Source: an optimization exercise on an open RTL-to-GDS flow (aim: small area). Production flows keep margins and buffers that such runs may drop. In this exercise RTL edits were held to simulation tests only and were not proved equivalent to the original. Power is estimated from default activity; no workload was simulated.

==> flow/flow/run.sh <==
#!/bin/bash
# Standard layout, with three changes to how it is built:
#  - port buffers are the smallest buffer (buf_1) instead of the tool's pick;
#  - clock tree synthesis inserts no dummy loads;
#  - clock tree buffers come from a list of smaller clock buffers.
set -euo pipefail
CTS="-sink_clustering_enable -repair_clock_nets -dont_use_dummy_load -buf_list {sky130_fd_sc_hd__clkbuf_4 sky130_fd_sc_hd__clkbuf_8}"
bash standard.sh \
  "BUFFER_PORTS_ARGS=-buffer_cell sky130_fd_sc_hd__buf_1" \
  "CTS_ARGS=$CTS" \
  finish > standard.log 2>&1
==> flow/standard.sh <==
#!/bin/bash
# synth_recipe.tcl (not shown) runs the flow's synth.tcl, then flattens the netlist and writes it again
# the make line also repeats each setting of config.mk as NAME=value (left out here)
make -C /OpenROAD-flow-scripts/flow DESIGN_CONFIG=/design/flow/config.mk WORK_HOME=/design/flow/orfs CLKGATE_MAP_FILE= SYNTH_SCRIPT=/design/flow/synth_recipe.tcl "${@:-finish}"
==> flow/config.mk <==
export PLATFORM = sky130hd
export DESIGN_NAME = pipe_reg_file
export DESIGN_NICKNAME = pipe_reg_file
export VERILOG_FILES = /design/flow/design.v
export SDC_FILE = /design/flow/constraint.sdc
export NUM_CORES = 4
export LEC_CHECK = 0
export CAP_MARGIN = 20
export CORE_MARGIN = 2
export CORE_UTILIZATION = 60
export SETUP_SLACK_MARGIN = 0.2
export SLEW_MARGIN = 20
export SYNTH_HIERARCHICAL = 1
==> flow/constraint.sdc <==
create_clock -name core_clock -period 7.0 [get_ports {clk}]
set_input_delay 1.4000 -clock core_clock [delete_from_list [all_inputs] [get_ports {clk}]]
set_output_delay 1.4000 -clock core_clock [all_outputs]
set_load 0.01 [all_outputs]
==> flow/design.v <==
`default_nettype none
package pipe_reg_file_pkg;
    localparam int DEF_DATA_W   = 32;
    localparam int DEF_NUM_REGS = 32;
    localparam int DEF_NUM_RD   = 2;
    typedef logic [DEF_DATA_W-1:0]           word_t;
    typedef logic [$clog2(DEF_NUM_REGS)-1:0] reg_addr_t;
    localparam reg_addr_t REG_ZERO = '0;
endpackage
`default_nettype wire
`default_nettype none
module reg_scoreboard
#(
    parameter int NUM_REGS = pipe_reg_file_pkg::DEF_NUM_REGS,
    localparam int ADDR_W  = $clog2(NUM_REGS)
) (
    input  logic [NUM_REGS-1:1] pending,
    input  logic [NUM_REGS-1:1] wr_dec,     
    input  logic                alloc_en,
    input  logic [ADDR_W-1:0]   alloc_addr,
    input  logic                flush,
    output logic [NUM_REGS-1:1] pending_nxt
);
    always_comb begin
        for (int i = 1; i < NUM_REGS; i++)
            pending_nxt[i] = !flush &&
                             ((alloc_en && (alloc_addr == ADDR_W'(i))) ||
                              (pending[i] && !wr_dec[i]));
    end
endmodule
`default_nettype wire
`default_nettype none
module pipe_reg_file
#(
    parameter int DATA_W   = pipe_reg_file_pkg::DEF_DATA_W,
    parameter int NUM_REGS = pipe_reg_file_pkg::DEF_NUM_REGS,
    parameter int NUM_RD   = pipe_reg_file_pkg::DEF_NUM_RD,
    localparam int ADDR_W  = $clog2(NUM_REGS)
) (
    input  logic                           clk,
    input  logic                           rst_n,
    input  logic [NUM_RD-1:0][ADDR_W-1:0]  rd_addr,
    output logic [NUM_RD-1:0][DATA_W-1:0]  rd_data,
    output logic [NUM_RD-1:0]              rd_pending,
    input  logic                           wr_en,
    input  logic [ADDR_W-1:0]              wr_addr,
    input  logic [DATA_W-1:0]              wr_data,
    input  logic                           alloc_en,
    input  logic [ADDR_W-1:0]              alloc_addr,
    input  logic                           flush,
    output logic                           any_pending
);
    logic [DATA_W-1:0]   r_regs [1:NUM_REGS-1];
    logic [NUM_REGS-1:1] r_valid;
    logic [NUM_REGS-1:1] r_pending;
    logic [NUM_REGS-1:1] w_pending_nxt;
    logic [NUM_REGS-1:1] w_wr_dec;
    addr_dec #(.NUM_REGS(NUM_REGS)) u_wr_dec (
        .en   (wr_en),
        .addr (wr_addr),
        .dec  (w_wr_dec)
    );
    always_ff @(posedge clk) begin
        for (int i = 1; i < NUM_REGS; i++)
            if (w_wr_dec[i])
                r_regs[i] <= wr_data;
    end
    always_ff @(posedge clk or negedge rst_n) begin
        if (!rst_n) begin
            r_valid   <= '0;
            r_pending <= '0;
        end else begin
            r_valid   <= r_valid | w_wr_dec;
            r_pending <= w_pending_nxt;
        end
    end
    reg_scoreboard #(
        .NUM_REGS (NUM_REGS)
    ) u_scoreboard (
        .pending     (r_pending),
        .wr_dec      (w_wr_dec),
        .alloc_en    (alloc_en),
        .alloc_addr  (alloc_addr),
        .flush       (flush),
        .pending_nxt (w_pending_nxt)
    );
    assign any_pending = |r_pending;
    generate
        for (genvar p = 0; p < NUM_RD; p++) begin : g_rd
            logic                w_byp;
            logic [NUM_REGS-1:1] w_dec;
            logic [NUM_REGS-1:0] w_sel_p;   
            logic [NUM_REGS-1:0] w_sel_d;
            logic [NUM_REGS-1:0] w_pend_t;
            assign w_byp = rst_n && wr_en && (rd_addr[p] != '0) &&
                           (wr_addr == rd_addr[p]);
            addr_dec #(.NUM_REGS(NUM_REGS)) u_rd_dec (
                .en   (!w_byp),
                .addr (rd_addr[p]),
                .dec  (w_dec)
            );
            assign w_sel_p = {w_dec, 1'b0};
            assign w_sel_d = {w_dec & r_valid, w_byp};
            assign w_pend_t = {r_pending, 1'b0};
            rd_mux #(.N(NUM_REGS)) u_pend (
                .sel (w_sel_p),
                .din (w_pend_t),
                .y   (rd_pending[p])
            );
            for (genvar b = 0; b < DATA_W; b++) begin : g_bit
                logic [NUM_REGS-1:0] w_din;
                always_comb begin
                    w_din[0] = wr_data[b];
                    for (int i = 1; i < NUM_REGS; i++)
                        w_din[i] = r_regs[i][b];
                end
                rd_mux #(.N(NUM_REGS)) u_mux (
                    .sel (w_sel_d),
                    .din (w_din),
                    .y   (rd_data[p][b])
                );
            end
        end
    endgenerate
endmodule
module addr_dec
#(
    parameter int NUM_REGS = 32,
    localparam int ADDR_W  = $clog2(NUM_REGS)
) (
    input  logic                en,
    input  logic [ADDR_W-1:0]   addr,
    output logic [NUM_REGS-1:1] dec
);
    logic [3:0] w_lo;
    logic [7:0] w_hi;
    always_comb begin
        for (int j = 0; j < 4; j++)
            w_lo[j] = en && (addr[1:0] == 2'(j));
        for (int k = 0; k < 8; k++)
            w_hi[k] = (addr[4:2] == 3'(k));
        for (int i = 1; i < NUM_REGS; i++)
            dec[i] = w_lo[i % 4] && w_hi[i / 4];
    end
endmodule
module rd_mux
#(
    parameter int N = 32,
    localparam int G3 = N / 3,
    localparam int R  = N % 3,
    localparam int G  = G3 + R
) (
    input  logic [N-1:0] sel,
    input  logic [N-1:0] din,
    output logic         y
);
    logic [G-1:0] w_n;
    generate
        for (genvar g = 0; g < G3; g++) begin : g_slice
            aoi_slice #(.K(3)) u_aoi (
                .s (sel[3*g +: 3]),
                .d (din[3*g +: 3]),
                .y (w_n[g])
            );
        end
        for (genvar r = 0; r < R; r++) begin : g_rest
            aoi_slice #(.K(1)) u_aoi (
                .s (sel[3*G3 + r]),
                .d (din[3*G3 + r]),
                .y (w_n[G3 + r])
            );
        end
    endgenerate
    assign y = ~&w_n;
endmodule
module aoi_slice
#(
    parameter int K = 3
) (
    input  logic [K-1:0] s,
    input  logic [K-1:0] d,
    output logic         y
);
    assign y = ~|(s & d);
endmodule
`default_nettype wire
==> key figures, run 1 <==
Placement
  • HPWL reported at the end of detailed placement: 99300 um
  • Gpl congestion: 0.943
  • Worst setup slack after placement: 0.550 ns
  • Placed Instance Area: 44800 sq um
  • Count of buffers from port buffering: 123
  • Cell count after placement: 3613

STA
  • Min Clock Period, post-route: 6.75 ns
  • Worst-case setup margin in the final layout: 0.255 ns
  • Largest clock skew in the final design: 0 ns
  • Final worst path period share: 0.964
  • Pins Over Slew Limit: 0
  • Final hold vios: 0
  • RSZ-0062 raised after global routing: false
  • Setup_tns: 0 ns
  • Worst-margin pin slew: 1.30 ns
  • Final setup fails: 0
  • Worst slew margin relative to its limit: 0.133
  • Max Clk Rate: 148 MHz

Routing
  • Vias after detailed routing: 33100
  • Final Routed Wirelength: 169000 um
  • Detailed-route wire length per cell: 44.8 um
  • Final antenna-violating net count: 0
  • Length of the first detailed-routing pass in iterations: 11
  • Number of remaining DRC errors: 0
  • Violation count after the first detailed-route iteration: 9270
  • Detail-routed via count per cell: 8.73

Floorplan
  • Die width: 269 um
  • Starting density of the core: 0.604
  • Placeable core region: 69800 sq um
  • Count of pins on the block boundary: 124
  • Die Y-Extent: 269 um
  • Placement row count: 97
  • DIE AREA: 72400 sq um

Power
  • Leakage power: 14.6 nW
  • Max VDD drop: 179 uV
  • Share of power burned in the clock network: 0.348
  • Internal power consumption: 9.30 mW
  • Sw Pwr: 2.81 mW
  • Total power after layout: 12.1 mW
  • Proportion of power drawn by flip-flops and latches: 0.586
  • Power per Cell Area: 257 nW/um^2
  • Switching share of power: 0.232
  • Portion of total power attributed to combinational logic: 0.066

CTS
  • Clock tree from TritonCTS: built
  • Source-to-sink clock delay at the later pin of the worst-skew pair: 0.76 ns
  • Clock edge transition at the registers on the reported setup and hold paths: 0.05 ns
  • Number of gates resized after cts: 0
  • CTS H-Tree Depth: 4
  • Number of buffers added by the clock tree synthesis step: 164
  • Post-CTS Hold Fix Bufs: 0
  • Worst-case clock buffer depth: 3
  • Setup Fix Bufs, Post-CTS: 0
  • CTS sink count: 1054
  • Master cell of the clock root buffer: clkbuf_8

Global route
  • Global-route wire length before repair: 234000 um
  • Number of global-route vias before repair: 32800
  • Global routing usage summed across all routing layers: 0.470
  • Number of antenna violations at the first check in global routing: 13
  • Pin count of the biggest net entering global routing: 63
  • Global route total overflow: 0

Layout
  • Most frequent standard cell in the layout excluding fill and tap cells: edfxtp_1
  • Highest-count cells in the layout ignoring fill and taps: edfxtp_1, a222oi_1, nand4_1, clkbuf_8, nand2_1
  • # nets final: 2897
  • Fraction of final layout cells sized beyond drive strength 1: 0.143
  • Final-layout fill cell count: 4823
  • Area growth from synthesis to layout: 11.9%
  • Summed area of non-filler cells in the final layout: 47100 sq um
  • Non-filler cells in the finished layout: 3786

Flow run
  • Number of max-capacitance violations reported: 0

Setup path
  • R2r setup slk: 6.05 ns
  • Required arrival time at the worst endpoint: 5.60 ns
  • Kind of critical path: in -> out
  • Arrival time of data at the critical path endpoint: 5.35 ns
  • Critical Path Sink Type: primary output
  • Worst Setup Start Kind: primary input
  • Critical Path Fanout Max: 19

Yosys
  • Avg Inst Size Synth: 17.2 sq um
  • Post-synthesis register bit count: 1054
  • Cells after Synth: 2457
  • Warnings from Yosys: 10
  • Part of the Yosys area used for sequential elements: 0.744
  • Distinct cell type count of the synthesized netlist: 31
  • Post-synthesis cell area: 42100 sq um

Status
  • Run status: complete, no violations

Min path
  • Min-Delay Path Class: reg -> reg
[critical path, cell delays in order]
cell,delay (ns)
buf_1,0.24
or2_0,0.30
o21ai_0,0.30
nand4_1,0.37
nand4bb_1,0.36
nor2_1,0.09
and2_2,0.51
a222oi_1,0.55
nand4_1,0.38
or3_1,0.63
buf_1,0.18
[logic make-up (layout without fill, tap and decap cells)]
group | count (synthesis) | in the layout | share of synthesized area
compound gates | 693 | 693 | 0.163
xor+xnor | 8 | 8 | 0.00166
buf+inv | 44 | 422 | 0.00398
flops | 1054 | 1054 | 0.744
other cells | 1 | 12 | 0.0000890
simple gates | 657 | 657 | 0.0871
[power by group through the flow]
stage          sequential [mW]  clock, mW  combinational [mW]
5_1_grt                   7.10       4.45               0.816
6_report                  7.09       4.22               0.800
4_1_cts                   7.09       4.20               0.754
2_1_floorplan             7.18          0               0.332
3_3_place_gp              7.21          0               0.742
3_5_place_dp              7.21          0               0.754
[state kept, by name, indices dropped and copies added, names as in the netlist]
signal and count:
r_regs 992, r_valid 31, r_pending 31
[layout make-up]
cell class | instances | area [sq um] | share of cell area
Antenna cell | 8 | 20.0 | 0.000425
Multi-Input combinational cell | 1362 | 11000 | 0.233
Clock buffer | 164 | 2260 | 0.0479
Inverter | 31 | 116 | 0.00247
Sequential cell | 1054 | 31300 | 0.665
Timing Repair Buffer | 227 | 1260 | 0.0268
Tap cell | 940 | 1180 | 0.0250
[final timing paths]
check,startpoint,to,depth (start not counted)
max in group asynchronous,rst_n,r_pending[22],2
min reg2reg,r_valid[10],r_valid[10],1
max,rd_addr[4],rd_data[25],11
min in group asynchronous,rst_n,r_valid[31],2
min,r_valid[10],r_valid[10],1
max reg2reg,r_pending[5],r_pending[5],2
[synthesized netlist by cell type]
master     instances  area share
nor4_2             1     0.00030
or3b_2             1     0.00021
or3_1             68       0.010
nand4b_1          12      0.0025
nand2b_1           6     0.00089
dfrtp_1           62       0.037
o21ai_0            2     0.00024
conb_1             1    0.000089
clkbuf_1          11     0.00098
inv_1             31      0.0028
xnor2_1            2     0.00042
nand2_1          137       0.012
or4b_1             4     0.00095
nor2_1            93      0.0083
and2_1            62      0.0092
edfxtp_1         992        0.71
or3b_1             3     0.00062
o32ai_1           31      0.0064
or2_2             34      0.0050
or4_4              1     0.00027
and4_1             3     0.00062
nand3b_1           2     0.00036
and2_0             1     0.00015
nand4_1          205       0.030
buf_2              2     0.00024
nor3_1             2     0.00024
a222oi_1         660        0.16
nor4_1             8      0.0012
nand4bb_1         12      0.0032
or2_0              2     0.00030
xor2_1             6      0.0012
[stage by stage]
step	utilization	hold slack, ns
finish	0.675	0.487
global route	0.675	0.502
CTS	0.675	0.478
detailed placement	0.642	0.466
global placement	0.642	0.467
floorplan	-	0.445
[routing by layer]
metal  vias to the layer above  GRT usage  part of all wire
met2                      3816      0.673              0.43
met4                        14      0.302             0.073
met3                       845      0.214              0.19
met1                     16000      0.581              0.31
li1                      12400          -                 -
met5                         -          0           0.00053
==> inputs of run 2 (changes only) <==
==> flow/flow/run.sh (replaced) <==
#!/bin/bash
# Standard layout, with these changes to how it is built:
#  - port buffers are the smallest buffer (buf_1) instead of the tool's pick;
#  - clock tree synthesis inserts no dummy loads, and clusters up to 16 flops
#    within 60 um on each clkbuf_8 leaf buffer.
# All tool output goes to standard.log here and to ORFS's logs under orfs/logs.
set -euo pipefail
CTS="-sink_clustering_enable -repair_clock_nets -dont_use_dummy_load"
CTS="$CTS -buf_list {sky130_fd_sc_hd__clkbuf_8}"
CTS="$CTS -sink_clustering_size 16 -sink_clustering_max_diameter 60"
bash standard.sh \
  "BUFFER_PORTS_ARGS=-buffer_cell sky130_fd_sc_hd__buf_1" \
  "CTS_ARGS=$CTS" \
  finish > standard.log 2>&1
==> key figures, run 2 <==
Floorplan
  • Placement row count: 97 (unchanged)
  • Starting density of the core: 0.604 (unchanged)
  • Die Y-Extent: 269 um (unchanged)
  • Count of pins on the block boundary: 124 (unchanged)
  • Placeable core region: 69800 sq um (unchanged)
  • DIE AREA: 72400 sq um (unchanged)
  • Die width: 269 um (unchanged)

Yosys
  • Ranking of synthesized cells by area: edfxtp_1, a222oi_1, dfrtp_1
  • Commonest cells in the netlist: edfxtp_1, a222oi_1, nand4_1, nand2_1, nor2_1
  • Distinct cell type count of the synthesized netlist: 31 (unchanged)
  • Cell type contributing the most total cell area after synthesis: edfxtp_1
  • Part of the Yosys area used for sequential elements: 0.744 (unchanged)
  • Avg Inst Size Synth: 17.2 sq um (unchanged)
  • Fraction of registers with async set or reset after synthesis: 0.0588 (unchanged)
  • Post-synth top area share: 0.707 (unchanged)
  • Cells after Synth: 2457 (unchanged)
  • Post-synthesis cell area: 42100 sq um (unchanged)
  • Warnings from Yosys: 10 (unchanged)
  • Most frequent cell after synthesis: edfxtp_1
  • Post-synthesis register bit count: 1054 (unchanged)
  • Primary flip-flop cell chosen by synthesis mapping: edfxtp_1
  • Number of flops mapped to enable cells by yosys: 992 (unchanged)

Setup path
  • Critical Path Fanout Max: 16 (-3)
  • Arrival time of data at the critical path endpoint: 5.25 ns (-0.10 ns)
  • Crit-path leading delay family: simple AND/OR/NAND/NOR gates
  • Worst path cell trace: buf_1 -> or2_0 -> o21ai_0 -> nand4_1 -> nand4bb_1 -> nor2_1 -> and2_2 -> a222oi_1 -> nand4_1 -> or3_1 -> buf_1
  • Max stage delay on crit path: 0.92 ns (+0.29 ns)
  • Required arrival time at the worst endpoint: 5.60 ns (about the same)
  • Critical-path top delay cell: a222oi_1
  • Critical Path Sink Type: primary output
  • Worst Setup Start Kind: primary input
  • Buffering stage count on the worst path with inverters included: 2 (unchanged)
  • Kind of critical path: in -> out

Routing
  • Final antenna-violating net count: 0 (unchanged)
  • Number of remaining DRC errors: 0 (unchanged)
  • Vias after detailed routing: 32600 (-1.4%)
  • Detail-routed via count per cell: 8.81 (+0.83%)
  • Length of the first detailed-routing pass in iterations: 15 (+4)
  • Violation count after the first detailed-route iteration: 9849 (+6.2%)
  • Detailed-route wire length per cell: 45.3 um (+1.2%)
  • Final Routed Wirelength: 168000 um (-1.0%)

Global route
  • Met2 GRT Util: 0.664 (-0.00906)
  • Global-route wire length before repair: 231000 um (-1.2%)
  • Global routing met3 resource utilization: 0.190 (-0.0238)
  • Pin count of the biggest net entering global routing: 63 (unchanged)
  • Routing usage on met1: 0.584 (+0.00332)
  • Number of antenna violations at the first check in global routing: 10 (-3)
  • Busiest grt layer: met2
  • Number of global-route vias before repair: 32100 (-2.2%)
  • Global route total overflow: 0 (unchanged)
  • Global routing usage summed across all routing layers: 0.462 (-0.00779)

STA
  • Final setup fails: 0 (unchanged)
  • Worst slew margin relative to its limit: 0.175 (+0.0414)
  • Min Clock Period, post-route: 6.65 ns (-0.0909 ns)
  • Pins Over Slew Limit: 0 (unchanged)
  • Worst-margin pin slew: 1.24 ns (-0.0590 ns)
  • Final worst path period share: 0.951 (-0.0130)
  • RSZ-0062 raised after global routing: false
  • Setup_tns: 0 ns (unchanged)
  • Final hold vios: 0 (unchanged)
  • Largest clock skew in the final design: 0 ns (unchanged)
  • Worst-case setup margin in the final layout: 0.346 ns (+0.0909 ns)
  • Hold_ws: 0.478 ns (-0.00893 ns)
  • Max Clk Rate: 150 MHz (+1.4%)

Status
  • Run status: complete, no violations

CTS
  • CTS H-Tree Depth: 3 (-1)
  • Master cell of the clock root buffer: clkbuf_8
  • Number of buffers added by the clock tree synthesis step: 79 (-52%)
  • Worst-case clock buffer depth: 3 (unchanged)
  • CTS sink count: 1054 (unchanged)
  • Setup Fix Bufs, Post-CTS: 0 (unchanged)
  • Clock edge transition at the registers on the reported setup and hold paths: 0.06 ns (about the same)
  • Clock tree from TritonCTS: built
  • Source-to-sink clock delay at the later pin of the worst-skew pair: 0.67 ns (-0.09 ns)

Layout
  • Highest-count cells in the layout ignoring fill and taps: edfxtp_1, a222oi_1, nand4_1, nand2_1, buf_1
  • Most frequent standard cell in the layout excluding fill and tap cells: edfxtp_1
  • Max reg flops: 992 (unchanged)
  • Fraction of final layout cells sized beyond drive strength 1: 0.117 (-0.0261)
  • Summed area of non-filler cells in the final layout: 46000 sq um (-2.4%)
  • Register bank with the most flops: r_regs
  • Non-filler cells in the finished layout: 3704 (-2.2%)
  • # nets final: 2813 (-2.9%)
  • Top Registers: r_regs: 992 flops, r_pending: 31 flops, r_valid: 31 flops
  • Area growth from synthesis to layout: 9.13%
  • Core utilization of the finished layout: 0.659 (-0.0164)
  • Final-layout fill cell count: 4911 (+1.8%)

Placement
  • Worst setup slack after placement: 0.550 ns (unchanged)
  • Count of buffers from port buffering: 123 (unchanged)
  • Gpl congestion: 0.943 (unchanged)
  • Placed Instance Area: 44800 sq um (unchanged)
  • Cell count after placement: 3613 (unchanged)
  • HPWL reported at the end of detailed placement: 99300 um (unchanged)

Power
  • Max VDD drop: 164 uV (-8.2%)
  • Leakage power: 14.0 nW (-4.1%)
  • Power per Cell Area: 234 nW/um^2 (-8.8%)
  • Total power after layout: 10.8 mW (-11%)

Flow run
  • Number of max-capacitance violations reported: 0 (unchanged)

Min path
  • Min-Delay Path Class: reg -> reg
## run 2: cell types whose count changed in the layout (fill, tap and decap cells not counted), sizes merged
| cell | previous run | this run |
|---|---|---|
| clkbuf | 169 | 84 |
| buf | 222 | 223 |
| diode | 8 | 10 |
## run 2: path summary, 6_finish.rpt
check / slack [ns] / endpoint / cells past startpoint / startpoint
min in group asynchronous: 0.93 / r_valid[22] / 2 / rst_n
worst min register to register: 0.48 / r_valid[10] / 1 / r_valid[10]
worst min-delay path: 0.48 / r_valid[10] / 1 / r_valid[10]
worst max-delay path: 0.35 / rd_data[3] / 11 / rd_addr[4]
worst max register to register: 6.05 / r_pending[5] / 2 / r_pending[5]
max in group asynchronous: 5.48 / r_valid[6] / 2 / rst_n
## run 2: report_power, final
group	leakage (nW)	switching [mW]	internal, mW	total, mW
clock network	0.568	1.89	1.01	2.90
logic	3.73	0.572	0.225	0.797
registers	9.72	0.0767	7.00	7.08
total	14.0	2.54	8.24	10.8
## run 2: kinds of logic after synthesis
kind of cell | share of synthesized area
AOI/OAI and AO/OA | 0.163
xor gates and xnor gates | 0.00166
buffers and inverters | 0.00398
DFF | 0.744
other | 0.0000890
and+or+nand+nor | 0.0871
## run 2: layer usage
layer	up-vias	wire, um
met5	-	34
met4	4	12100
met3	759	30900
met2	3704	72200
met1	15900	52500
li1	12300	-
## run 2: final cells by class
cell class	instances	area, sq um	share of cell area
flip-flops and latches	1054	31300	0.682
multi-input cells	1362	11000	0.238
repair buffers	228	1280	0.0279
well taps	940	1180	0.0256
clock buffers	79	1090	0.0236
inverters	31	116	0.00253
diodes	10	25.0	0.000544
## run 2: repair_timing
item / in CTS / in global routing
setup endpoints to repair: 0 / 5
hold buffers: 0 / 0
gates resized for setup: 0 / 3
==> inputs of run 3 (changes only) <==
--- a/flow/design.v
+++ b/flow/design.v
@@ -62,6 +62,20 @@
     );
+    logic [DATA_W-1:0] w_wr_data_n;
+    logic [DATA_W-1:0] w_regs_nxt [1:NUM_REGS-1];
+    assign w_wr_data_n = ~wr_data;
+    generate
+        for (genvar i = 1; i < NUM_REGS; i++) begin : g_wr
+            for (genvar b = 0; b < DATA_W; b++) begin : g_bit
+                hold_mux u_hold (
+                    .s  (w_wr_dec[i]),
+                    .dn (w_wr_data_n[b]),
+                    .q  (r_regs[i][b]),
+                    .y  (w_regs_nxt[i][b])
+                );
+            end
+        end
+    endgenerate
     always_ff @(posedge clk) begin
         for (int i = 1; i < NUM_REGS; i++)
-            if (w_wr_dec[i])
-                r_regs[i] <= wr_data;
+            r_regs[i] <= w_regs_nxt[i];
     end
@@ -125,2 +139,25 @@
 endmodule
+module hold_mux (
+    input  logic s,
+    input  logic dn,
+    input  logic q,
+    output logic y
+);
+    aoi2bb2 u_gate (
+        .a1n (s),
+        .a2n (q),
+        .b1  (s),
+        .b2  (dn),
+        .y   (y)
+    );
+endmodule
+module aoi2bb2 (
+    input  logic a1n,
+    input  logic a2n,
+    input  logic b1,
+    input  logic b2,
+    output logic y
+);
+    assign y = ~((~a1n & ~a2n) | (b1 & b2));
+endmodule
 module addr_dec
--- a/flow/flow/run.sh
+++ b/flow/flow/run.sh
@@ -2,2 +2,5 @@
 # Standard layout, with these changes to how it is built:
+#  - after the standard synthesis, the register hold gates (a2bb2oi), which
+#    ABC upsizes to drive strength 2 in isolation, go back to drive strength 1
+#    (same function and pins); the resizer still repairs slew and timing later;
 #  - port buffers are the smallest buffer (buf_1) instead of the tool's pick;
@@ -5,4 +8,8 @@
 #    within 60 um on each clkbuf_8 leaf buffer.
-# All tool output goes to standard.log here and to ORFS's logs under orfs/logs.
+# Tool output goes to synth.log, standard.log and ORFS's logs under orfs/logs.
 set -euo pipefail
+RES="$PWD/orfs/results/$FLOW_PLATFORM/pipe_reg_file/base"
+bash standard.sh "$RES/1_2_yosys.v" > synth.log 2>&1
+sed -i 's/\bsky130_fd_sc_hd__a2bb2oi_2 /sky130_fd_sc_hd__a2bb2oi_1 /' "$RES/1_2_yosys.v"
+grep -c "sky130_fd_sc_hd__a2bb2oi_1 " "$RES/1_2_yosys.v" > downsize.log || true
 CTS="-sink_clustering_enable -repair_clock_nets -dont_use_dummy_load"
==> key figures, run 3 <==
Status
  • Run status: complete, no violations

Setup path
  • Worst R2R Start: r_pending[15]
  • Worst path cell trace: buf_1 -> nand2_1 -> or4_1 -> nand4bb_1 -> nor2_1 -> and2_1 -> buf_4 -> a222oi_1 -> nand4_1 -> or3_1 -> buf_1
  • Arrival time of data at the critical path endpoint: 5.35 ns (+0.10 ns)
  • Max stage delay on crit path: 0.66 ns (-0.26 ns)
  • Critical Path Sink Type: primary output
  • R2r setup slk: 5.96 ns (-0.09 ns)
  • Crit-path leading delay family: simple AND/OR/NAND/NOR gates
  • Critical-path top delay cell: or4_1
  • Critical Path Fanout Max: 26 (+10)
  • Buffering stage count on the worst path with inverters included: 3 (+1)
  • Worst Setup Start Kind: primary input
  • Number of cell instances on the worst register-to-register path: 2 (unchanged)
  • Required arrival time at the worst endpoint: 5.60 ns (about the same)
  • Kind of critical path: in -> out
  • Critical path's most frequent cell: buf_1
  • Worst flop-to-flop path endpoint: r_pending[15]

Placement
  • Placed Instance Area: 43800 sq um (-2.2%)
  • Count of buffers from port buffering: 123 (unchanged)
  • Worst setup slack after placement: 0.330 ns (-0.220 ns)
  • Cell count after placement: 4593 (+27%)
  • HPWL reported at the end of detailed placement: 103000 um (+3.3%)
  • Gpl congestion: 1.03 (+9.6%)

CTS
  • Number of gates resized after cts: 0 (unchanged)
  • Number of buffers added by the clock tree synthesis step: 77 (-2.5%)
  • CTS H-Tree Depth: 3 (unchanged)
  • Post-CTS Hold Fix Bufs: 0 (unchanged)
  • Clock edge transition at the registers on the reported setup and hold paths: 0.10 ns (+0.04 ns)
  • Master cell of the clock root buffer: clkbuf_8
  • Worst-case clock buffer depth: 3 (unchanged)
  • CTS sink count: 1054 (unchanged)
  • Source-to-sink clock delay at the later pin of the worst-skew pair: 0.70 ns (+0.03 ns)
  • Setup Fix Bufs, Post-CTS: 0 (unchanged)
  • Clock tree from TritonCTS: built

Min path
  • Hold Path Cell Cnt: 1 (unchanged)
  • WHS Endpoint: r_valid[30]
  • Start point of the worst hold path: r_valid[30]
  • Min-Delay Path Class: reg -> reg

Floorplan
  • Placeable core region: 67400 sq um (-3.4%)
  • Count of pins on the block boundary: 124 (unchanged)
  • Die Y-Extent: 265 um (-1.3%)
  • Starting density of the core: 0.609 (+0.00480)
  • Placement row count: 95 (-2.1%)
  • DIE AREA: 70500 sq um (-2.6%)
  • Die width: 265 um (-1.3%)

Yosys
  • Cells after Synth: 3480 (+42%)
  • Avg Inst Size Synth: 11.8 sq um (-31%)
  • Post-synthesis cell area: 41000 sq um (-2.7%)
  • Warnings from Yosys: 12 (+2)

STA
  • Hold_ws: 0.491 ns (+0.0126 ns)
  • Min Clock Period, post-route: 6.75 ns (+0.0955 ns)
  • Final worst path period share: 0.964 (+0.0136)
  • Setup_tns: 0 ns (unchanged)
  • Worst-case setup margin in the final layout: 0.250 ns (-0.0955 ns)
  • Final setup fails: 0 (unchanged)
  • Final hold vios: 0 (unchanged)
  • RSZ-0062 raised after global routing: false
  • Worst-margin pin slew: 1.17 ns (-0.0683 ns)
  • Pins Over Slew Limit: 0 (unchanged)
  • Largest clock skew in the final design: 0 ns (unchanged)
  • Worst slew margin relative to its limit: 0.219 (+0.0446)
  • Max Clk Rate: 148 MHz (-1.4%)

Power
  • Switching share of power: 0.300 (+0.0649)
  • Portion of total power attributed to combinational logic: 0.175 (+0.101)
  • Leakage power: 16.9 nW (+21%)
  • Internal power consumption: 9.94 mW (+21%)
  • Power per Cell Area: 315 nW/um^2 (+35%)
  • Total power after layout: 14.2 mW (+32%)
  • Proportion of power drawn by flip-flops and latches: 0.620 (-0.037)
  • Sw Pwr: 4.27 mW (+68%)
  • Share of power burned in the clock network: 0.205 (-0.064)
  • Max VDD drop: 227 uV (+38%)

Layout
  • Max reg flops: 992 (unchanged)
  • Area occupied by registers: 21400 sq um (-32%)
  • Non-filler cells in the finished layout: 4679 (+26%)
  • # nets final: 3861 (+37%)
  • Core utilization of the finished layout: 0.668 (+0.00950)
  • Summed area of non-filler cells in the final layout: 45000 sq um (-2.0%)
  • Highest-count cells in the layout ignoring fill and taps: a2bb2oi_1, dfxtp_1, a222oi_1, nand4_1, nand2_1
  • Top Registers: r_regs: 992 flops, r_pending: 31 flops, r_valid: 31 flops
  • Register bank with the most flops: r_regs
  • Area taken by multi-input logic gates: 19600 sq um (+79%)
  • Fraction of final layout cells sized beyond drive strength 1: 0.0789 (-0.0377)
  • Final-layout fill cell count: 5177 (+5.4%)
  • Area growth from synthesis to layout: 9.83%

Routing
  • Detail-routed via count per cell: 8.51 (-3.3%)
  • Final Routed Wirelength: 174000 um (+3.8%)
  • Vias after detailed routing: 39800 (+22%)
  • Violation count after the first detailed-route iteration: 8744 (-11%)
  • Final antenna-violating net count: 0 (unchanged)
  • Detailed-route wire length per cell: 37.2 um (-18%)
  • Number of remaining DRC errors: 0 (unchanged)
  • Length of the first detailed-routing pass in iterations: 15 (unchanged)

Global route
  • Number of antenna violations at the first check in global routing: 15 (+5)
  • Global route total overflow: 0 (unchanged)
  • Number of global-route vias before repair: 38600 (+20%)
  • Global routing usage summed across all routing layers: 0.477 (+0.0144)
  • Pin count of the biggest net entering global routing: 67 (+6.3%)
  • Global-route wire length before repair: 252000 um (+9.1%)

Flow run
  • Number of max-capacitance violations reported: 0 (unchanged)
==> run 3: final cells by class <==
cell class	instances	area share
sequential	1054	0.475
multi-input combinational	2353	0.435
timing repair buffer	255	0.0367
tap	873	0.0242
clock buffer	77	0.0235
inverter	63	0.00525
antenna	4	0.000222
==> run 3: power groups by stage <==
| stage | clock, mW | combinational, mW | sequential, mW |
|---|---|---|---|
| floorplan | 0 | 1.77 | 8.51 |
| global placement | 0 | 2.29 | 8.72 |
| detailed placement | 0 | 2.41 | 8.83 |
| CTS | 2.91 | 2.41 | 8.72 |
| global route | 3.12 | 2.62 | 8.95 |
| finish | 2.91 | 2.49 | 8.80 |
==> run 3: worst max-delay path by stage <==
stage                     from          end  depth (start not counted)
floorplan           wr_addr[0]  rd_data[32]                          6
global placement    rd_addr[2]  rd_data[22]                         12
detailed placement  rd_addr[2]  rd_data[22]                         12
CTS                 rd_addr[2]  rd_data[22]                         12
global route        rd_addr[5]  rd_data[51]                         12
finish                   wr_en   rd_data[4]                         11
==> run 3: layer usage <==
layer	GRT usage	vias up	wire, um	part of all wire
met5	0.00139	-	149	0.00086
li1	-	16500	-	-
met1	0.592	18500	58600	0.34
met2	0.683	3810	70800	0.41
met3	0.153	1000	28000	0.16
met4	0.374	22	16400	0.094
==> inputs of run 4 (changes only) <==
--- a/flow/flow/run.sh
+++ b/flow/flow/run.sh
@@ -5,2 +5,4 @@
 #    (same function and pins); the resizer still repairs slew and timing later;
+#  - from placement on, the repair steps may not use buffers larger than
+#    buf_2 (the platform's don't-use list is kept and extended);
 #  - port buffers are the smallest buffer (buf_1) instead of the tool's pick;
@@ -17,3 +19,6 @@
 CTS="$CTS -sink_clustering_size 16 -sink_clustering_max_diameter 60"
+DONT_USE="sky130_fd_sc_hd__probe_p_8 sky130_fd_sc_hd__probec_p_8 sky130_fd_sc_hd__lpflow_bleeder_1 sky130_fd_sc_hd__lpflow_clkbufkapwr_1 sky130_fd_sc_hd__lpflow_clkbufkapwr_16 sky130_fd_sc_hd__lpflow_clkbufkapwr_2 sky130_fd_sc_hd__lpflow_clkbufkapwr_4 sky130_fd_sc_hd__lpflow_clkbufkapwr_8 sky130_fd_sc_hd__lpflow_clkinvkapwr_1 sky130_fd_sc_hd__lpflow_clkinvkapwr_16 sky130_fd_sc_hd__lpflow_clkinvkapwr_2 sky130_fd_sc_hd__lpflow_clkinvkapwr_4 sky130_fd_sc_hd__lpflow_clkinvkapwr_8 sky130_fd_sc_hd__lpflow_decapkapwr_12 sky130_fd_sc_hd__lpflow_decapkapwr_3 sky130_fd_sc_hd__lpflow_decapkapwr_4 sky130_fd_sc_hd__lpflow_decapkapwr_6 sky130_fd_sc_hd__lpflow_decapkapwr_8 sky130_fd_sc_hd__lpflow_inputiso0n_1 sky130_fd_sc_hd__lpflow_inputiso0p_1 sky130_fd_sc_hd__lpflow_inputiso1n_1 sky130_fd_sc_hd__lpflow_inputiso1p_1 sky130_fd_sc_hd__lpflow_inputisolatch_1 sky130_fd_sc_hd__lpflow_isobufsrc_1 sky130_fd_sc_hd__lpflow_isobufsrc_16 sky130_fd_sc_hd__lpflow_isobufsrc_2 sky130_fd_sc_hd__lpflow_isobufsrc_4 sky130_fd_sc_hd__lpflow_isobufsrc_8 sky130_fd_sc_hd__lpflow_isobufsrckapwr_16 sky130_fd_sc_hd__lpflow_lsbuf_lh_hl_isowell_tap_1 sky130_fd_sc_hd__lpflow_lsbuf_lh_hl_isowell_tap_2 sky130_fd_sc_hd__lpflow_lsbuf_lh_hl_isowell_tap_4 sky130_fd_sc_hd__lpflow_lsbuf_lh_isowell_4 sky130_fd_sc_hd__lpflow_lsbuf_lh_isowell_tap_1 sky130_fd_sc_hd__lpflow_lsbuf_lh_isowell_tap_2 sky130_fd_sc_hd__lpflow_lsbuf_lh_isowell_tap_4"
+DONT_USE="$DONT_USE sky130_fd_sc_hd__buf_4 sky130_fd_sc_hd__buf_6 sky130_fd_sc_hd__buf_8 sky130_fd_sc_hd__buf_12 sky130_fd_sc_hd__buf_16 sky130_fd_sc_hd__bufbuf_8 sky130_fd_sc_hd__bufbuf_16"
 bash standard.sh \
+  "DONT_USE_CELLS=$DONT_USE" \
   "BUFFER_PORTS_ARGS=-buffer_cell sky130_fd_sc_hd__buf_1" \
==> key figures, run 4 <==
Layout
  • Core utilization of the finished layout: 0.665 (-0.00349)
  • Non-filler cells in the finished layout: 4755 (+1.6%)
  • Final-layout fill cell count: 5190 (+0.25%)
  • # nets final: 3935 (+1.9%)
  • Register bank with the most flops: r_regs
  • Max reg flops: 992 (unchanged)
  • Summed area of non-filler cells in the final layout: 44800 sq um (-0.52%)
  • Fraction of final layout cells sized beyond drive strength 1: 0.0730 (-0.00589)
  • Area growth from synthesis to layout: 9.25%
  • Top Registers: r_regs: 992 flops, r_pending: 31 flops, r_valid: 31 flops
  • Highest-count cells in the layout ignoring fill and taps: a2bb2oi_1, dfxtp_1, a222oi_1, buf_1, nand4_1

Setup path
  • Max stage delay on crit path: 1.03 ns (+0.37 ns)
  • Critical-path top delay cell: and2_1
  • Critical Path Sink Type: primary output
  • Arrival time of data at the critical path endpoint: 5.42 ns (+0.07 ns)
  • Required arrival time at the worst endpoint: 5.60 ns (about the same)
  • Worst Setup Start Kind: primary input
  • Critical Path Fanout Max: 17 (-35%)
  • Kind of critical path: in -> out
  • Crit-path leading delay family: simple AND/OR/NAND/NOR gates
  • Number of cell instances on the worst register-to-register path: 2 (unchanged)
  • R2r setup slk: 6.06 ns (+0.10 ns)
  • Worst R2R Start: r_pending[8]
  • Critical path's most frequent cell: buf_1
  • Worst path cell trace: buf_1 -> o41ai_1 -> a2111o_1 -> nand4bb_1 -> nor2_1 -> and2_1 -> buf_2 -> a222oi_1 -> nand4_1 -> or3_1 -> buf_1
  • Worst flop-to-flop path endpoint: r_pending[8]
  • Buffering stage count on the worst path with inverters included: 3 (unchanged)

Global route
  • Pin count of the biggest net entering global routing: 42 (-37%)
  • Number of antenna violations at the first check in global routing: 3 (-12)
  • Number of global-route vias before repair: 38200 (-0.97%)
  • Global routing usage summed across all routing layers: 0.453 (-0.0236)
  • Global route total overflow: 0 (unchanged)
  • Global-route wire length before repair: 243000 um (-3.6%)

STA
  • Worst-margin pin slew: 1.31 ns (+0.138 ns)
  • Setup_tns: 0 ns (unchanged)
  • Worst-case setup margin in the final layout: 0.185 ns (-0.0657 ns)
  • Final worst path period share: 0.974 (+0.00939)
  • Min Clock Period, post-route: 6.82 ns (+0.0657 ns)
  • Pins Over Slew Limit: 0 (unchanged)
  • Worst slew margin relative to its limit: 0.128 (-0.0911)
  • Final setup fails: 0 (unchanged)
  • Max Clk Rate: 147 MHz (-0.96%)
  • Hold_ws: 0.481 ns (-0.00982 ns)
  • Largest clock skew in the final design: 0 ns (unchanged)
  • Final hold vios: 0 (unchanged)
  • RSZ-0062 raised after global routing: false

Floorplan
  • Placeable core region: 67400 sq um (unchanged)
  • Die width: 265 um (unchanged)
  • Placement row count: 95 (unchanged)
  • DIE AREA: 70500 sq um (unchanged)
  • Starting density of the core: 0.609 (unchanged)
  • Count of pins on the block boundary: 124 (unchanged)
  • Die Y-Extent: 265 um (unchanged)

Power
  • Internal power consumption: 9.95 mW (+0.12%)
  • Switching share of power: 0.301 (+0.000990)
  • Sw Pwr: 4.29 mW (+0.59%)
  • Total power after layout: 14.2 mW (+0.26%)
  • Proportion of power drawn by flip-flops and latches: 0.621 (about the same)
  • Max VDD drop: 220 uV (-2.7%)
  • Share of power burned in the clock network: 0.206 (about the same)
  • Portion of total power attributed to combinational logic: 0.173 (-0.002)
  • Power per Cell Area: 318 nW/um^2 (+0.79%)
  • Leakage power: 16.9 nW (-0.18%)

Placement
  • Placed Instance Area: 43700 sq um (-0.36%)
  • Gpl congestion: 1.01 (-2.4%)
  • Worst setup slack after placement: 0.258 ns (-0.0727 ns)
  • Cell count after placement: 4670 (+1.7%)
  • Count of buffers from port buffering: 123 (unchanged)
  • HPWL reported at the end of detailed placement: 110000 um (+7.7%)

Yosys
  • Warnings from Yosys: 12 (unchanged)
  • Post-synthesis cell area: 41000 sq um (unchanged)
  • Cells after Synth: 3480 (unchanged)
  • Avg Inst Size Synth: 11.8 sq um (unchanged)

CTS
  • Master cell of the clock root buffer: clkbuf_8
  • Post-CTS Hold Fix Bufs: 0 (unchanged)
  • Source-to-sink clock delay at the later pin of the worst-skew pair: 0.70 ns (about the same)
  • CTS sink count: 1054 (unchanged)
  • Clock edge transition at the registers on the reported setup and hold paths: 0.08 ns (-0.02 ns)
  • Number of gates resized after cts: 0 (unchanged)
  • Setup Fix Bufs, Post-CTS: 0 (unchanged)
  • Number of buffers added by the clock tree synthesis step: 79 (+2.6%)
  • Clock tree from TritonCTS: built
  • CTS H-Tree Depth: 3 (unchanged)
  • Worst-case clock buffer depth: 3 (unchanged)

Min path
  • WHS Endpoint: r_valid[31]
  • Min-Delay Path Class: reg -> reg
  • Start point of the worst hold path: r_valid[31]
  • Hold Path Cell Cnt: 1 (unchanged)

Routing
  • Length of the first detailed-routing pass in iterations: 15 (unchanged)
  • Detailed-route wire length per cell: 34.9 um (-6.2%)
  • Vias after detailed routing: 40000 (+0.31%)
  • Violation count after the first detailed-route iteration: 9254 (+5.8%)
  • Final antenna-violating net count: 0 (unchanged)
  • Final Routed Wirelength: 166000 um (-4.7%)
  • Number of remaining DRC errors: 0 (unchanged)
  • Detail-routed via count per cell: 8.40 (-1.3%)

Status
  • Run status: complete, no violations

Flow run
  • Number of max-capacitance violations reported: 0 (unchanged)
## run 4: cell types whose count changed in the layout (fill, tap and decap cells not counted), sizes merged
cell / before / now
clkinv: 8 / 2
clkbuf: 86 / 92
diode: 4 / 6
inv: 55 / 61
buf: 246 / 314
## run 4: how the worst max path moves through the flow
stage,from,endpoint,slack [ns],cells past startpoint
2_1_floorplan,wr_addr[0],rd_data[32],0.54,6
3_3_place_gp,rd_addr[3],rd_data[3],0.35,12
3_5_place_dp,rd_addr[2],rd_data[15],0.26,12
4_1_cts,rd_addr[2],rd_data[9],0.25,12
5_1_grt,wr_en,rd_data[9],0.21,11
6_report,rd_addr[5],rd_data[47],0.18,11
## run 4: area by class of cell
cell class,instances,area (sq um),area share
repair buffers,327,1370,0.0306
flip-flops and latches,1054,21400,0.478
diodes,6,15.0,0.000335
well taps,873,1090,0.0244
multi-input cells,2353,19600,0.437
inverters,63,236,0.00528
clock buffers,79,1090,0.0243
## run 4: metal layers
layer | vias up | GRT usage | share of wire
met1 | 18600 | 0.589 | 0.35
met3 | 892 | 0.110 | 0.15
met5 | - | 0 | 0
met4 | 0 | 0.323 | 0.086
met2 | 3847 | 0.662 | 0.41
li1 | 16600 | - | -
## run 4: power by group through the flow
stage | combinational, mW | sequential (mW) | clock [mW]
after global routing | 2.58 | 8.99 | 3.15
after detailed placement | 2.39 | 8.86 | 0
final | 2.46 | 8.85 | 2.93
after global placement | 2.27 | 8.77 | 0
after floorplan | 1.77 | 8.51 | 0
after CTS | 2.39 | 8.77 | 2.93
==> inputs of run 5 (changes only) <==
--- a/flow/config.mk
+++ b/flow/config.mk
@@ -8,4 +8,5 @@
 export CAP_MARGIN = 20
+export CELL_PAD_IN_SITES_DETAIL_PLACEMENT = 1
 export CORE_MARGIN = 2
-export CORE_UTILIZATION = 60
+export CORE_UTILIZATION = 50
 export SETUP_SLACK_MARGIN = 0.2
==> key figures, run 5 <==
Routing
  • Length of the first detailed-routing pass in iterations: 10 (-5)
  • Final antenna-violating net count: 0 (unchanged)
  • Vias after detailed routing: 39600 (-0.88%)
  • Final Routed Wirelength: 183000 um (+10%)
  • Detailed-route wire length per cell: 36.9 um (+5.6%)
  • Detail-routed via count per cell: 7.97 (-5.2%)
  • Violation count after the first detailed-route iteration: 7462 (-19%)
  • Number of remaining DRC errors: 0 (unchanged)

Layout
  • Fraction of final layout cells sized beyond drive strength 1: 0.0883 (+0.0152)
  • Max reg flops: 992 (unchanged)
  • Core utilization of the finished layout: 0.555 (-0.110)
  • Summed area of non-filler cells in the final layout: 45400 sq um (+1.2%)
  • # nets final: 3957 (+0.56%)
  • Top Registers: r_regs: 992 flops, r_pending: 31 flops, r_valid: 31 flops
  • Area growth from synthesis to layout: 10.6%
  • Register bank with the most flops: r_regs
  • Highest-count cells in the layout ignoring fill and taps: a2bb2oi_1, dfxtp_1, a222oi_1, buf_1, nand4_1

CTS
  • Number of buffers added by the clock tree synthesis step: 92 (+16%)
  • Master cell of the clock root buffer: clkbuf_8
  • Source-to-sink clock delay at the later pin of the worst-skew pair: 0.71 ns (about the same)
  • CTS sink count: 1054 (unchanged)
  • Clock edge transition at the registers on the reported setup and hold paths: 0.07 ns (about the same)
  • Worst-case clock buffer depth: 3 (unchanged)
  • Clock tree from TritonCTS: built
  • CTS H-Tree Depth: 3 (unchanged)

Setup path
  • Worst R2R Start: r_pending[8]
  • Required arrival time at the worst endpoint: 5.60 ns (about the same)
  • Kind of critical path: in -> out
  • Critical Path Fanout Max: 22 (+5)
  • Critical Path Sink Type: primary output
  • Arrival time of data at the critical path endpoint: 5.43 ns (about the same)
  • Worst setup path start: rd_addr[4]
  • Worst Setup Start Kind: primary input
  • R2r setup slk: 6.05 ns (about the same)

Placement
  • Placed Instance Area: 44000 sq um (+0.74%)
  • Gpl congestion: 1.03 (+1.9%)
  • Count of buffers from port buffering: 123 (unchanged)
  • HPWL reported at the end of detailed placement: 122000 um (+10%)
  • Worst setup slack after placement: 0.309 ns (+0.0514 ns)

Flow run
  • Number of max-capacitance violations reported: 0 (unchanged)

STA
  • RSZ-0062 raised after global routing: false
  • Worst slew margin relative to its limit: 0.201 (+0.0733)
  • Max Clk Rate: 147 MHz (-0.14%)
  • Min Clock Period, post-route: 6.83 ns (+0.00986 ns)
  • Worst-margin pin slew: 1.20 ns (-0.110 ns)
  • Largest clock skew in the final design: 0 ns (unchanged)
  • Final hold vios: 0 (unchanged)
  • Worst-case setup margin in the final layout: 0.175 ns (-0.00986 ns)
  • Setup_tns: 0 ns (unchanged)
  • Final setup fails: 0 (unchanged)
  • Pins Over Slew Limit: 0 (unchanged)
  • Final worst path period share: 0.975 (+0.00141)

Global route
  • Pin count of the biggest net entering global routing: 40 (-4.8%)
  • Global-route wire length before repair: 267000 um (+10%)
  • Global routing usage summed across all routing layers: 0.419 (-0.0345)
  • Global route total overflow: 0 (unchanged)
  • Number of antenna violations at the first check in global routing: 3 (unchanged)
  • Number of global-route vias before repair: 40100 (+4.9%)

Yosys
  • Avg Inst Size Synth: 11.8 sq um (unchanged)
  • Post-synthesis cell area: 41000 sq um (unchanged)
  • Warnings from Yosys: 12 (unchanged)
  • Cells after Synth: 3480 (unchanged)

Floorplan
  • Die Y-Extent: 290 um (+9.4%)
  • Count of pins on the block boundary: 124 (unchanged)
  • Starting density of the core: 0.502 (-0.107)
  • DIE AREA: 84300 sq um (+20%)
  • Placeable core region: 81700 sq um (+21%)
  • Die width: 290 um (+9.4%)
  • Placement row count: 105 (+11%)

Power
  • Leakage power: 17.0 nW (+0.92%)
  • Power per Cell Area: 321 nW/um^2 (+1.1%)
  • Total power after layout: 14.6 mW (+2.3%)
  • Max VDD drop: 207 uV (-5.9%)

Min path
  • Min-Delay Path Class: reg -> reg
  • Start point of the worst hold path: r_valid[17]

Status
  • Run status: complete, no violations
[run 5: final cells by class]
cell class	count	area [sq um]
diodes	4	10.0
clock buffers	92	1270
fillers	8569	36400
inverters	63	236
multi-input cells	2353	19700
flip-flops and latches	1054	21400
well taps	1070	1340
repair buffers	336	1450
[run 5: per-stage QoR]
stage | cells | hold slack, ns
after floorplan | 3483 | 0.445
after global placement | 4869 | 0.458
after detailed placement | 4870 | 0.467
after CTS | 4962 | 0.484
after global routing | 4969 | 0.499
final | 4972 | 0.483
[run 5: worst max-delay path, cell delays in order]
cell and delay (ns):
buf_1 0.30, and2_1 0.21, a21oi_2 0.05, or4_1 0.69, nand4b_1 0.36, nor2_1 0.12
and2_2 0.52, buf_2 0.34, a222oi_1 0.38, nand4_1 0.30, or3_1 0.54, buf_1 0.18
[run 5: power by group]
part           internal (mW)  total (mW)  switching [mW]
Combinational           1.38        2.51            1.13
Sequential              7.56        8.88            1.32
Clock                   1.17        3.18            2.01
[run 5: final timing paths]
kind                            cells past startpoint            to
max in group asynchronous                           3    r_valid[9]
worst max register to register                      2  r_pending[8]
worst max-delay path                               12    rd_data[1]
worst min register to register                      1   r_valid[17]
worst min-delay path                                1   r_valid[17]
min in group asynchronous                           2   r_valid[22]
[run 5: repair_timing]
item,CTS,global route
gates resized for setup,0,13
setup endpoints to repair,0,24
buffers inserted,0,2
hold buffers,0,0
[run 5: metal layers]
metal | routed length (um) | share of wire | global-route usage | up-vias
met3 | 20700 | 0.11 | 0.0886 | 620
met1 | 69700 | 0.38 | 0.542 | 19500
li1 | - | - | - | 16700
met5 | 13 | 0.000071 | 0 | -
met2 | 79200 | 0.43 | 0.634 | 2762
met4 | 13600 | 0.074 | 0.274 | 2

static timing again, ports no longer ideal:
Ports are ideal in the flow. The routed layouts listed here were re-timed in OpenROAD.
Step 1 (the two cells are an assumption about what drives the block):
set clk [get_ports {clk}]
set_driving_cell -lib_cell sky130_fd_sc_hd__clkbuf_16 $clk
set_driving_cell -lib_cell sky130_fd_sc_hd__buf_2 [delete_from_list [all_inputs] $clk]
Step 2, shift: input delay + t, output delay - t, t = (earliest + latest rising clock arrival at the registers) / 2. This alone moves slack from input paths to output paths.
a / b / c = ideal ports / drivers / drivers and shift; a / b = the first two.
run | shift t [ns] | setup WS [ns] | clock arrival spread, ns | worst data-port slew with drivers (ns)
run 1 | 0.871 | 0.255 / 0.232 / 0.232 | 0.080 / 0.079 | 0.12
run 2 | 0.757 | 0.346 / 0.323 / 0.323 | 0.083 / 0.084 | 0.12
run 3 | 0.772 | 0.250 / 0.229 / 0.229 | 0.053 / 0.053 | 0.08
run 4 | 0.784 | 0.185 / 0.163 / 0.163 | 0.062 / 0.062 | 0.12
run 5 | 0.783 | 0.175 / 0.146 / 0.146 | 0.089 / 0.089 | 0.05
After both steps every run listed still meets setup and hold. The setup slack of run 5, which loses most, moves by -0.029 ns with the drivers and by -0.029 ns with both steps.
